Context: an optimization exercise on an open-source flow, tuned for small area, a short achievable clock period and few clock cycles per item. The choices shown serve that exercise and are no tape-out recipe. Where RTL was checked, it was by simulation tests only, not by an equivalence proof against the original.

==> 07-16 <==
// md4_iter_core
module md4_iter_core (
   input  logic         clk,
   input  logic         rst,
   input  logic         start,
   input  logic         init_sel,
   input  logic [511:0] block_in,
   input  logic [127:0] chain_in,
   output logic         ready,
   output logic         busy,
   output logic         done,
   output logic [127:0] digest
);
Settings: LEC_CHECK=0, CAP_MARGIN=20, CORE_MARGIN=2, CORE_UTILIZATION=40, CTS_BUF_LIST=sky130_fd_sc_hd__clkbuf_4 sky130_fd_sc_hd__clkbuf_8, SLEW_MARGIN=20, SYNTH_HIERARCHICAL=1; clock period 12.0 ns.
standard.sh (not shown) runs the stock make flow with config.mk's settings and CLKGATE_MAP_FILE= SYNTH_SCRIPT=/design/flow/synth_recipe.tcl, a recipe that flattens the netlist after the stock synthesis.
==> flow/flow/run.sh <==
#!/bin/bash
set -euo pipefail
bash standard.sh 'BUFFER_PORTS_ARGS=-buffer_cell sky130_fd_sc_hd__buf_1' SETUP_SLACK_MARGIN=7 finish > standard_flow.log 2>&1
==> 11-22: changes against 07-16 <==
==> flow/design.v (replaced) <==
module md4_iter_core (
   input  logic         clk,
   input  logic         rst,
   input  logic         start,
   input  logic         init_sel,
   input  logic [511:0] block_in,
   input  logic [127:0] chain_in,
   output logic         ready,
   output logic         busy,
   output logic         done,
   output logic [127:0] digest
);
   localparam logic [127:0] MD4_IV = 128'h10325476_98badcfe_efcdab89_67452301;
   localparam logic [31:0]  K2 = 32'h5a827999;
   localparam logic [31:0]  K3 = 32'h6ed9eba1;
   logic         busy_q, fin_q, done_q;
   logic [4:0]   cyc_q;
   logic [127:0] digest_q;
   logic [31:0]  b_q, c_q, d_q, p0_q, p1_q, oa_q, ob_q, oc_q, od_q;
   logic [15:0][31:0] x_q;
   logic [2:0]  rnd_q;
   logic [2:0]  rs0_q;    
   logic [5:0]  rs1_q;    
   logic [8:0]  xs0_q;    
   logic [7:0]  xs1_q;    
   logic [1:0]  ks_q;     
   logic [30:0] sel_d;
   function automatic logic [30:0] sel_tbl(input logic [4:0] c);
      case (c)
         5'd0: sel_tbl = 31'b00_01000000_001000000_000010_001_001;
         5'd1: sel_tbl = 31'b00_00000100_000100000_100000_100_001;
         5'd2: sel_tbl = 31'b00_00010000_000000100_000010_001_001;
         5'd3: sel_tbl = 31'b00_00000100_000010000_100000_100_001;
         5'd4: sel_tbl = 31'b00_00010000_010000000_000010_001_001;
         5'd5: sel_tbl = 31'b00_00010000_000001000_100000_100_001;
         5'd6: sel_tbl = 31'b00_01000000_000100000_000010_001_001;
         5'd7: sel_tbl = 31'b01_00100000_100000000_100000_100_001;
         5'd8: sel_tbl = 31'b01_10000000_000010000_000001_001_010;
         5'd9: sel_tbl = 31'b01_00000100_100000000_001000_010_010;
         5'd10: sel_tbl = 31'b01_00010000_010000000_000001_001_010;
         5'd11: sel_tbl = 31'b01_01000000_000100000_001000_010_010;
         5'd12: sel_tbl = 31'b01_00100000_010000000_000001_001_010;
         5'd13: sel_tbl = 31'b01_00001000_100000000_001000_010_010;
         5'd14: sel_tbl = 31'b01_01000000_000010000_000001_001_010;
         5'd15: sel_tbl = 31'b10_10000000_100000000_001000_010_010;
         5'd16: sel_tbl = 31'b10_00010000_000100000_000100_001_100;
         5'd17: sel_tbl = 31'b10_01000000_000100000_010000_100_100;
         5'd18: sel_tbl = 31'b10_00100000_000000100_000100_001_100;
         5'd19: sel_tbl = 31'b10_00000100_000000100_010000_100_100;
         5'd20: sel_tbl = 31'b10_00010000_000000100_000100_001_100;
         5'd21: sel_tbl = 31'b10_10000000_100000000_010000_100_100;
         5'd22: sel_tbl = 31'b10_01000000_000010000_000100_001_100;
         5'd23: sel_tbl = 31'b00_00000010_000000001_010000_100_100;
         5'd24: sel_tbl = 31'b00_00000001_000000010_000001_001_001;
         default: sel_tbl = 31'b00_01000000_001000000_000010_001_001;
      endcase
   endfunction
   assign sel_d = sel_tbl(busy_q ? cyc_q + 5'd1 : 5'd0);
   function automatic logic [31:0] fsel(input logic [2:0] r, input logic [31:0] b,
                                        input logic [31:0] c, input logic [31:0] d);
      fsel = ({32{r[0]}} & ((b & c) | (~b & d)))
           | ({32{r[1]}} & ((b & c) | (b & d) | (c & d)))
           | ({32{r[2]}} & (b ^ c ^ d));
   endfunction
   function automatic logic [31:0] rotl(input logic [31:0] v, input int s);
      rotl = (v << s) | (v >> (32 - s));
   endfunction
   logic [127:0] cv;
   assign cv = init_sel ? MD4_IV : chain_in;
   logic [31:0] f0, s0, n0, f1, s1, n1;
   assign f0 = fsel(rnd_q, b_q, c_q, d_q);
   assign s0 = f0 + p0_q;
   assign n0 = ({32{rs0_q[0]}} & rotl(s0, 3))
             | ({32{rs0_q[1]}} & rotl(s0, 9))
             | ({32{rs0_q[2]}} & rotl(s0, 11));
   assign f1 = fsel(rnd_q, n0, b_q, c_q);
   assign s1 = f1 + p1_q;
   assign n1 = ({32{rs1_q[0]}} & rotl(s1, 5))
             | ({32{rs1_q[1]}} & rotl(s1, 7))
             | ({32{rs1_q[2]}} & rotl(s1, 9))
             | ({32{rs1_q[3]}} & rotl(s1, 13))
             | ({32{rs1_q[4]}} & rotl(s1, 15))
             | ({32{rs1_q[5]}} & rotl(s1, 19));
   logic [31:0] xr0, xr1, ao0, ao1, xo0, xo1, ko, q0, q1;
   assign xr0 = ({32{xs0_q[0]}} & oa_q)
              | ({32{xs0_q[1]}} & oc_q)
              | ({32{xs0_q[2]}} & x_q[10])
              | ({32{xs0_q[3]}} & x_q[12])
              | ({32{xs0_q[4]}} & x_q[13])
              | ({32{xs0_q[5]}} & x_q[14])
              | ({32{xs0_q[6]}} & x_q[2])
              | ({32{xs0_q[7]}} & x_q[5])
              | ({32{xs0_q[8]}} & x_q[6]);
   assign xr1 = ({32{xs1_q[0]}} & ob_q)
              | ({32{xs1_q[1]}} & od_q)
              | ({32{xs1_q[2]}} & x_q[1])
              | ({32{xs1_q[3]}} & x_q[11])
              | ({32{xs1_q[4]}} & x_q[13])
              | ({32{xs1_q[5]}} & x_q[14])
              | ({32{xs1_q[6]}} & x_q[3])
              | ({32{xs1_q[7]}} & x_q[8]);
   assign ao0 = busy_q ? c_q : cv[31:0];
   assign ao1 = busy_q ? b_q : cv[127:96];
   assign xo0 = busy_q ? xr0 : block_in[31:0];
   assign xo1 = busy_q ? xr1 : block_in[63:32];
   assign ko  = busy_q ? (({32{ks_q[0]}} & K2) | ({32{ks_q[1]}} & K3)) : 32'd0;
   assign q0 = ao0 + xo0 + ko;
   assign q1 = ao1 + xo1 + ko;
   logic acc;
   assign acc = start & ~busy_q;
   always_ff @(posedge clk or posedge rst) begin
      if (rst) begin
         busy_q   <= 1'b0;
         fin_q    <= 1'b0;
         done_q   <= 1'b0;
         cyc_q    <= '0;
         digest_q <= '0;
      end else begin
         done_q <= 1'b0;
         if (acc) begin
            busy_q <= 1'b1;
            cyc_q  <= '0;
         end else if (busy_q) begin
            cyc_q <= cyc_q + 5'd1;
            if (cyc_q == 5'd23) fin_q <= 1'b1;
            if (fin_q) begin
               fin_q    <= 1'b0;
               busy_q   <= 1'b0;
               done_q   <= 1'b1;
               digest_q <= {p1_q, q0, q1, p0_q};
            end
         end
      end
   end
   always_ff @(posedge clk) begin
      {ks_q, xs1_q, xs0_q, rs1_q, rs0_q, rnd_q} <= sel_d;
      p0_q <= q0;
      p1_q <= q1;
      if (!busy_q) begin
         x_q <= block_in;
         b_q <= cv[63:32];
         c_q <= cv[95:64];
         d_q <= cv[127:96];
         oa_q <= cv[31:0];
         ob_q <= cv[63:32];
         oc_q <= cv[95:64];
         od_q <= cv[127:96];
      end else begin
         x_q[0] <= x_q[6];
         x_q[1] <= x_q[5];
         x_q[2] <= x_q[14];
         x_q[3] <= x_q[10];
         x_q[4] <= x_q[2];
         x_q[5] <= x_q[15];
         x_q[6] <= x_q[1];
         x_q[7] <= x_q[8];
         x_q[8] <= x_q[11];
         x_q[9] <= x_q[3];
         x_q[10] <= x_q[0];
         x_q[11] <= x_q[13];
         x_q[12] <= x_q[7];
         x_q[13] <= x_q[12];
         x_q[14] <= x_q[4];
         x_q[15] <= x_q[9];
         b_q <= n1;
         c_q <= n0;
         d_q <= b_q;
      end
   end
   assign busy   = busy_q;
   assign ready  = ~busy_q;
   assign done   = done_q;
   assign digest = digest_q;
endmodule
==> flow/run.sh (new file) <==
#!/bin/bash
# synth_recipe.tcl (not shown) runs the flow's synth.tcl, then flattens the netlist and writes it again
# the make line also repeats each setting of config.mk as NAME=value (left out here)
make -C /OpenROAD-flow-scripts/flow DESIGN_CONFIG=/design/flow/config.mk WORK_HOME=/design/flow/orfs CLKGATE_MAP_FILE= SYNTH_SCRIPT=/design/flow/synth_recipe.tcl finish
- CTS_BUF_LIST: sky130_fd_sc_hd__clkbuf_4 sky130_fd_sc_hd__clkbuf_8 -> default
- SETUP_SLACK_MARGIN: default -> 4
- SYNTH_HIERARCHICAL: 1 -> default
removed: flow/flow/run.sh
removed: flow/standard.sh
==> 07-03: changes against 07-16 <==
--- a/flow/design.v
+++ b/flow/design.v
@@ -11,18 +11,17 @@
    output logic [127:0] digest
 );
    localparam logic [127:0] MD4_IV = 128'h10325476_98badcfe_efcdab89_67452301;
    localparam logic [31:0]  K2 = 32'h5a827999;
    localparam logic [31:0]  K3 = 32'h6ed9eba1;
    logic         busy_q, fin_q, done_q;
    logic [4:0]   cyc_q;
    logic [127:0] digest_q;
-   logic [31:0]  b_q, c_q, p1_q, oa_q, ob_q, oc_q, od_q;
-   logic [31:0]  h1x_q, h1a_q, h0x_q, h0a_q;   
+   logic [31:0]  b_q, c_q, g1_q, g0_q, p0_q, p1_q, oa_q, ob_q, oc_q, od_q;
    logic [15:0][31:0] x_q;
    logic [2:0]  rnd_q;
    logic [2:0]  rs0_q;    
    logic [5:0]  rs1_q;    
    logic [8:0]  xs0_q;    
    logic [7:0]  xs1_q;    
    logic [1:0]  ks_q;     
    logic [30:0] sel_d;
@@ -47,17 +46,17 @@
          5'd16: sel_tbl = 31'b10_00010000_000100000_000100_001_100;
          5'd17: sel_tbl = 31'b10_01000000_000100000_010000_100_100;
          5'd18: sel_tbl = 31'b10_00100000_000000100_000100_001_100;
          5'd19: sel_tbl = 31'b10_00000100_000000100_010000_100_100;
          5'd20: sel_tbl = 31'b10_00010000_000000100_000100_001_100;
          5'd21: sel_tbl = 31'b10_10000000_100000000_010000_100_100;
          5'd22: sel_tbl = 31'b10_01000000_000010000_000100_001_100;
          5'd23: sel_tbl = 31'b00_00000010_000000001_010000_100_100;
-         5'd24: sel_tbl = 31'b00_00000001_000000010_000001_001_000;
+         5'd24: sel_tbl = 31'b00_00000001_000000010_000001_001_001;
          default: sel_tbl = 31'b00_01000000_001000000_000010_001_001;
       endcase
    endfunction
    logic go;
    assign go = busy_q ? ~fin_q : start;
    assign sel_d = go ? sel_tbl(busy_q ? cyc_q + 5'd1 : 5'd0) : '0;
    function automatic logic [31:0] fsel(input logic [2:0] r, input logic [31:0] b,
                                         input logic [31:0] c, input logic [31:0] d);
@@ -72,43 +71,41 @@
    assign cv = init_sel ? MD4_IV : chain_in;
    function automatic logic [63:0] fg(input logic [2:0] r, input logic [31:0] c,
                                       input logic [31:0] d);
       logic [31:0] g1, g0;
       g1 = ({32{r[0]}} & c) | ({32{r[1]}} & (c | d)) | ({32{r[2]}} & ~(c ^ d));
       g0 = ({32{r[0]}} & d) | ({32{r[1]}} & (c & d)) | ({32{r[2]}} & (c ^ d));
       fg = {g1, g0};
    endfunction
-   function automatic logic [31:0] stepadd(input logic [31:0] b, input logic [127:0] h);
+   function automatic logic [31:0] stepadd(input logic [31:0] b, input logic [63:0] g,
+                                           input logic [31:0] p);
       logic [31:0] pp, gg, p0, gn, pn;
-      pp = ({32{b}} & h[127:96]) | (~{32{b}} & h[63:32]);
-      gg = ({32{b}} & h[95:64]) | (~{32{b}} & h[31:0]);
+      pp = ({32{b}} & (g[63:32] ^ p)) | (~{32{b}} & (g[31:0] ^ p));
+      gg = ({32{b}} & (g[63:32] & p)) | (~{32{b}} & (g[31:0] & p));
       p0 = pp;
       for (int l = 1; l < 32; l = l * 2) begin
          gn = gg;
          pn = pp;
          for (int i = l; i < 32; i++) begin
             gn[i] = gg[i] | (pp[i] & gg[i - l]);
             pn[i] = pp[i] & pp[i - l];
          end
          gg = gn;
          pp = pn;
       end
       stepadd = p0 ^ {gg[30:0], 1'b0};
    endfunction
-   function automatic logic [127:0] hterms(input logic [63:0] g, input logic [31:0] p);
-      hterms = {g[63:32] ^ p, g[63:32] & p, g[31:0] ^ p, g[31:0] & p};
-   endfunction
    logic [31:0] s0, n0, s1, n1, b_d, c_d;
    logic ld_q;    
-   assign s0 = stepadd(b_q, {h1x_q, h1a_q, h0x_q, h0a_q});
+   assign s0 = stepadd(b_q, {g1_q, g0_q}, p0_q);
    assign n0 = ({32{rs0_q[0]}} & rotl(s0, 3))
              | ({32{rs0_q[1]}} & rotl(s0, 9))
              | ({32{rs0_q[2]}} & rotl(s0, 11));
-   assign s1 = stepadd(n0, hterms(fg(rnd_q, b_q, c_q), p1_q));
+   assign s1 = stepadd(n0, fg(rnd_q, b_q, c_q), p1_q);
    assign n1 = ({32{rs1_q[0]}} & rotl(s1, 5))
              | ({32{rs1_q[1]}} & rotl(s1, 7))
              | ({32{rs1_q[2]}} & rotl(s1, 9))
              | ({32{rs1_q[3]}} & rotl(s1, 13))
              | ({32{rs1_q[4]}} & rotl(s1, 15))
              | ({32{rs1_q[5]}} & rotl(s1, 19));
    logic [63:0] gnext;
    assign gnext = ld_q ? {cv[95:64], cv[127:96]} : fg(sel_d[2:0], n0, b_q);
@@ -130,18 +127,18 @@
               | ({32{xs1_q[5]}} & x_q[14])
               | ({32{xs1_q[6]}} & x_q[3])
               | ({32{xs1_q[7]}} & x_q[8]);
    assign ao0 = ld_q ? cv[31:0] : c_q;
    assign ao1 = ld_q ? cv[127:96] : b_q;
    assign xo0 = ld_q ? block_in[31:0] : xr0;
    assign xo1 = ld_q ? block_in[63:32] : xr1;
    assign ko  = ({32{ks_q[0]}} & K2) | ({32{ks_q[1]}} & K3);
-   md4_add3 u_add0 (.a(ao0), .b(xo0), .c(ko), .s(q0));
-   md4_add3 u_add1 (.a(ao1), .b(xo1), .c(ko), .s(q1));
+   assign q0 = ao0 + xo0 + ko;
+   assign q1 = ao1 + xo1 + ko;
    logic acc;
    assign acc = start & ~busy_q;
    always_ff @(posedge clk or posedge rst) begin
       if (rst) begin
          busy_q   <= 1'b0;
          fin_q    <= 1'b0;
          done_q   <= 1'b0;
          cyc_q    <= '0;
@@ -157,26 +154,27 @@
             cyc_q  <= '0;
          end else if (busy_q) begin
             cyc_q <= cyc_q + 5'd1;
             if (cyc_q == 5'd23) fin_q <= 1'b1;
             if (fin_q) begin
                fin_q    <= 1'b0;
                busy_q   <= 1'b0;
                done_q   <= 1'b1;
-               digest_q <= {p1_q, q0, q1, h0x_q};    
+               digest_q <= {p1_q, q0, q1, p0_q};
             end
          end
       end
    end
    always_ff @(posedge clk) begin
+      p0_q <= q0;
       p1_q <= q1;
       b_q <= n1 | ({32{ld_q}} & cv[63:32]);
       c_q <= n0 | ({32{ld_q}} & cv[95:64]);
-      {h1x_q, h1a_q, h0x_q, h0a_q} <= hterms(gnext, q0);
+      {g1_q, g0_q} <= gnext;
       if (!busy_q) begin
          x_q <= block_in;
          oa_q <= cv[31:0];
          ob_q <= cv[63:32];
          oc_q <= cv[95:64];
          od_q <= cv[127:96];
       end else begin
          x_q[0] <= x_q[6];
@@ -197,16 +195,8 @@
          x_q[15] <= x_q[9];
       end
    end
    assign busy   = busy_q;
    assign ready  = ~busy_q;
    assign done   = done_q;
    assign digest = digest_q;
 endmodule
-module md4_add3 (
-   input  logic [31:0] a,
-   input  logic [31:0] b,
-   input  logic [31:0] c,
-   output logic [31:0] s
-);
-   assign s = a + b + c;
-endmodule
==> flow/flow/run.sh (replaced) <==
#!/bin/bash
set -euo pipefail
bash standard.sh 'BUFFER_PORTS_ARGS=-buffer_cell sky130_fd_sc_hd__buf_1' SETUP_SLACK_MARGIN=8 finish > standard_flow.log 2>&1
- SYNTH_HIERARCHICAL: 1 -> default
==> 10-05: changes against 07-16 <==
--- a/flow/design.v
+++ b/flow/design.v
@@ -11,18 +11,17 @@
    output logic [127:0] digest
 );
    localparam logic [127:0] MD4_IV = 128'h10325476_98badcfe_efcdab89_67452301;
    localparam logic [31:0]  K2 = 32'h5a827999;
    localparam logic [31:0]  K3 = 32'h6ed9eba1;
    logic         busy_q, fin_q, done_q;
    logic [4:0]   cyc_q;
    logic [127:0] digest_q;
-   logic [31:0]  b_q, c_q, p1_q, oa_q, ob_q, oc_q, od_q;
-   logic [31:0]  h1x_q, h1a_q, h0x_q, h0a_q;   
+   logic [31:0]  b_q, c_q, g1_q, g0_q, p0_q, p1_q, oa_q, ob_q, oc_q, od_q;
    logic [15:0][31:0] x_q;
    logic [2:0]  rnd_q;
    logic [2:0]  rs0_q;    
    logic [5:0]  rs1_q;    
    logic [8:0]  xs0_q;    
    logic [7:0]  xs1_q;    
    logic [1:0]  ks_q;     
    logic [30:0] sel_d;
@@ -47,17 +46,17 @@
          5'd16: sel_tbl = 31'b10_00010000_000100000_000100_001_100;
          5'd17: sel_tbl = 31'b10_01000000_000100000_010000_100_100;
          5'd18: sel_tbl = 31'b10_00100000_000000100_000100_001_100;
          5'd19: sel_tbl = 31'b10_00000100_000000100_010000_100_100;
          5'd20: sel_tbl = 31'b10_00010000_000000100_000100_001_100;
          5'd21: sel_tbl = 31'b10_10000000_100000000_010000_100_100;
          5'd22: sel_tbl = 31'b10_01000000_000010000_000100_001_100;
          5'd23: sel_tbl = 31'b00_00000010_000000001_010000_100_100;
-         5'd24: sel_tbl = 31'b00_00000001_000000010_000001_001_000;
+         5'd24: sel_tbl = 31'b00_00000001_000000010_000001_001_001;
          default: sel_tbl = 31'b00_01000000_001000000_000010_001_001;
       endcase
    endfunction
    logic go;
    assign go = busy_q ? ~fin_q : start;
    assign sel_d = go ? sel_tbl(busy_q ? cyc_q + 5'd1 : 5'd0) : '0;
    function automatic logic [31:0] fsel(input logic [2:0] r, input logic [31:0] b,
                                         input logic [31:0] c, input logic [31:0] d);
@@ -72,43 +71,41 @@
    assign cv = init_sel ? MD4_IV : chain_in;
    function automatic logic [63:0] fg(input logic [2:0] r, input logic [31:0] c,
                                       input logic [31:0] d);
       logic [31:0] g1, g0;
       g1 = ({32{r[0]}} & c) | ({32{r[1]}} & (c | d)) | ({32{r[2]}} & ~(c ^ d));
       g0 = ({32{r[0]}} & d) | ({32{r[1]}} & (c & d)) | ({32{r[2]}} & (c ^ d));
       fg = {g1, g0};
    endfunction
-   function automatic logic [31:0] stepadd(input logic [31:0] b, input logic [127:0] h);
+   function automatic logic [31:0] stepadd(input logic [31:0] b, input logic [63:0] g,
+                                           input logic [31:0] p);
       logic [31:0] pp, gg, p0, gn, pn;
-      pp = ({32{b}} & h[127:96]) | (~{32{b}} & h[63:32]);
-      gg = ({32{b}} & h[95:64]) | (~{32{b}} & h[31:0]);
+      pp = ({32{b}} & (g[63:32] ^ p)) | (~{32{b}} & (g[31:0] ^ p));
+      gg = ({32{b}} & (g[63:32] & p)) | (~{32{b}} & (g[31:0] & p));
       p0 = pp;
       for (int l = 1; l < 32; l = l * 2) begin
          gn = gg;
          pn = pp;
          for (int i = l; i < 32; i++) begin
             gn[i] = gg[i] | (pp[i] & gg[i - l]);
             pn[i] = pp[i] & pp[i - l];
          end
          gg = gn;
          pp = pn;
       end
       stepadd = p0 ^ {gg[30:0], 1'b0};
    endfunction
-   function automatic logic [127:0] hterms(input logic [63:0] g, input logic [31:0] p);
-      hterms = {g[63:32] ^ p, g[63:32] & p, g[31:0] ^ p, g[31:0] & p};
-   endfunction
    logic [31:0] s0, n0, s1, n1, b_d, c_d;
    logic ld_q;    
-   assign s0 = stepadd(b_q, {h1x_q, h1a_q, h0x_q, h0a_q});
+   assign s0 = stepadd(b_q, {g1_q, g0_q}, p0_q);
    assign n0 = ({32{rs0_q[0]}} & rotl(s0, 3))
              | ({32{rs0_q[1]}} & rotl(s0, 9))
              | ({32{rs0_q[2]}} & rotl(s0, 11));
-   assign s1 = stepadd(n0, hterms(fg(rnd_q, b_q, c_q), p1_q));
+   assign s1 = stepadd(n0, fg(rnd_q, b_q, c_q), p1_q);
    assign n1 = ({32{rs1_q[0]}} & rotl(s1, 5))
              | ({32{rs1_q[1]}} & rotl(s1, 7))
              | ({32{rs1_q[2]}} & rotl(s1, 9))
              | ({32{rs1_q[3]}} & rotl(s1, 13))
              | ({32{rs1_q[4]}} & rotl(s1, 15))
              | ({32{rs1_q[5]}} & rotl(s1, 19));
    logic [63:0] gnext;
    assign gnext = ld_q ? {cv[95:64], cv[127:96]} : fg(sel_d[2:0], n0, b_q);
@@ -157,26 +154,27 @@
             cyc_q  <= '0;
          end else if (busy_q) begin
             cyc_q <= cyc_q + 5'd1;
             if (cyc_q == 5'd23) fin_q <= 1'b1;
             if (fin_q) begin
                fin_q    <= 1'b0;
                busy_q   <= 1'b0;
                done_q   <= 1'b1;
-               digest_q <= {p1_q, q0, q1, h0x_q};    
+               digest_q <= {p1_q, q0, q1, p0_q};
             end
          end
       end
    end
    always_ff @(posedge clk) begin
+      p0_q <= q0;
       p1_q <= q1;
       b_q <= n1 | ({32{ld_q}} & cv[63:32]);
       c_q <= n0 | ({32{ld_q}} & cv[95:64]);
-      {h1x_q, h1a_q, h0x_q, h0a_q} <= hterms(gnext, q0);
+      {g1_q, g0_q} <= gnext;
       if (!busy_q) begin
          x_q <= block_in;
          oa_q <= cv[31:0];
          ob_q <= cv[63:32];
          oc_q <= cv[95:64];
          od_q <= cv[127:96];
       end else begin
          x_q[0] <= x_q[6];
- ABC_AREA: default -> 1
==> notes.md <==
Between 11-22 and 10-05, the lower die area is in 11-22 (gap 16%, measured against 10-05).
In 07-16 the sequential share of layout area is higher than in 07-03, by 0.98 points.
In 07-03 the critical path depth is lower than in 11-22, by 5.
Setup slack: 10-05 > 07-16 > 07-03 > 11-22.
Against 07-16, the flip-flop and latch count of 10-05 is lower by 30.
The lowest count of clock-buffer cells in the layout belongs to 11-22, the highest to 07-03.
Between 10-05 and 11-22, the lower synthesized cell count is in 11-22 (gap 90%, measured against 11-22).
The lowest synthesized area belongs to 11-22, the highest to 10-05.
In 07-03 the global-route usage is higher than in 11-22, by 5.2 points.
Testbench counts of 11-22, summed over its fixed seeds: cycles 13,312, blocks 512.
Testbench counts of 07-03, summed over its fixed seeds: cycles 13,312, blocks 512.
Testbench counts of 10-05, summed over its fixed seeds: cycles 13,312, blocks 512.
For 07-16, only the layout was checked, not whether the RTL still works.

## re-timing with driven ports
Ports are ideal in the flow. The routed layouts listed here were re-timed in OpenROAD.
Step 1 (the two cells are an assumption about what drives the block):
set clk [get_ports {clk}]
set_driving_cell -lib_cell sky130_fd_sc_hd__clkbuf_16 $clk
set_driving_cell -lib_cell sky130_fd_sc_hd__buf_2 [delete_from_list [all_inputs] $clk]
Step 2 also shifts input and output timing later by t, the mid clock arrival at the registers, as if the neighbouring blocks saw the same clock.
a / b / c = ideal / step 1 / step 2; a / b = the first two.
run	t, ns	setup WS [ns]	hold slack, ns	worst setup path at the end	clock arrival spread, ns
07-16	1.001	5.943 / 5.943 / 5.661	0.427 / 0.427 / 0.427	input to register	0.078 / 0.078
11-22	0.782	4.190 / 4.190 / 3.648	0.444 / 0.444 / 0.444	input to register	0.060 / 0.060
07-03	1.025	5.663 / 5.522 / 4.497	0.438 / 0.438 / 0.438	input to register	0.066 / 0.066
10-05	1.042	6.702 / 6.750 / 5.724	0.393 / 0.393 / 0.393	input to register	0.071 / 0.071
After both steps setup and hold are still met in every run listed. For 07-03, which loses most, drivers alone change the setup slack by -0.141 ns; drivers and shift together by -1.166 ns.
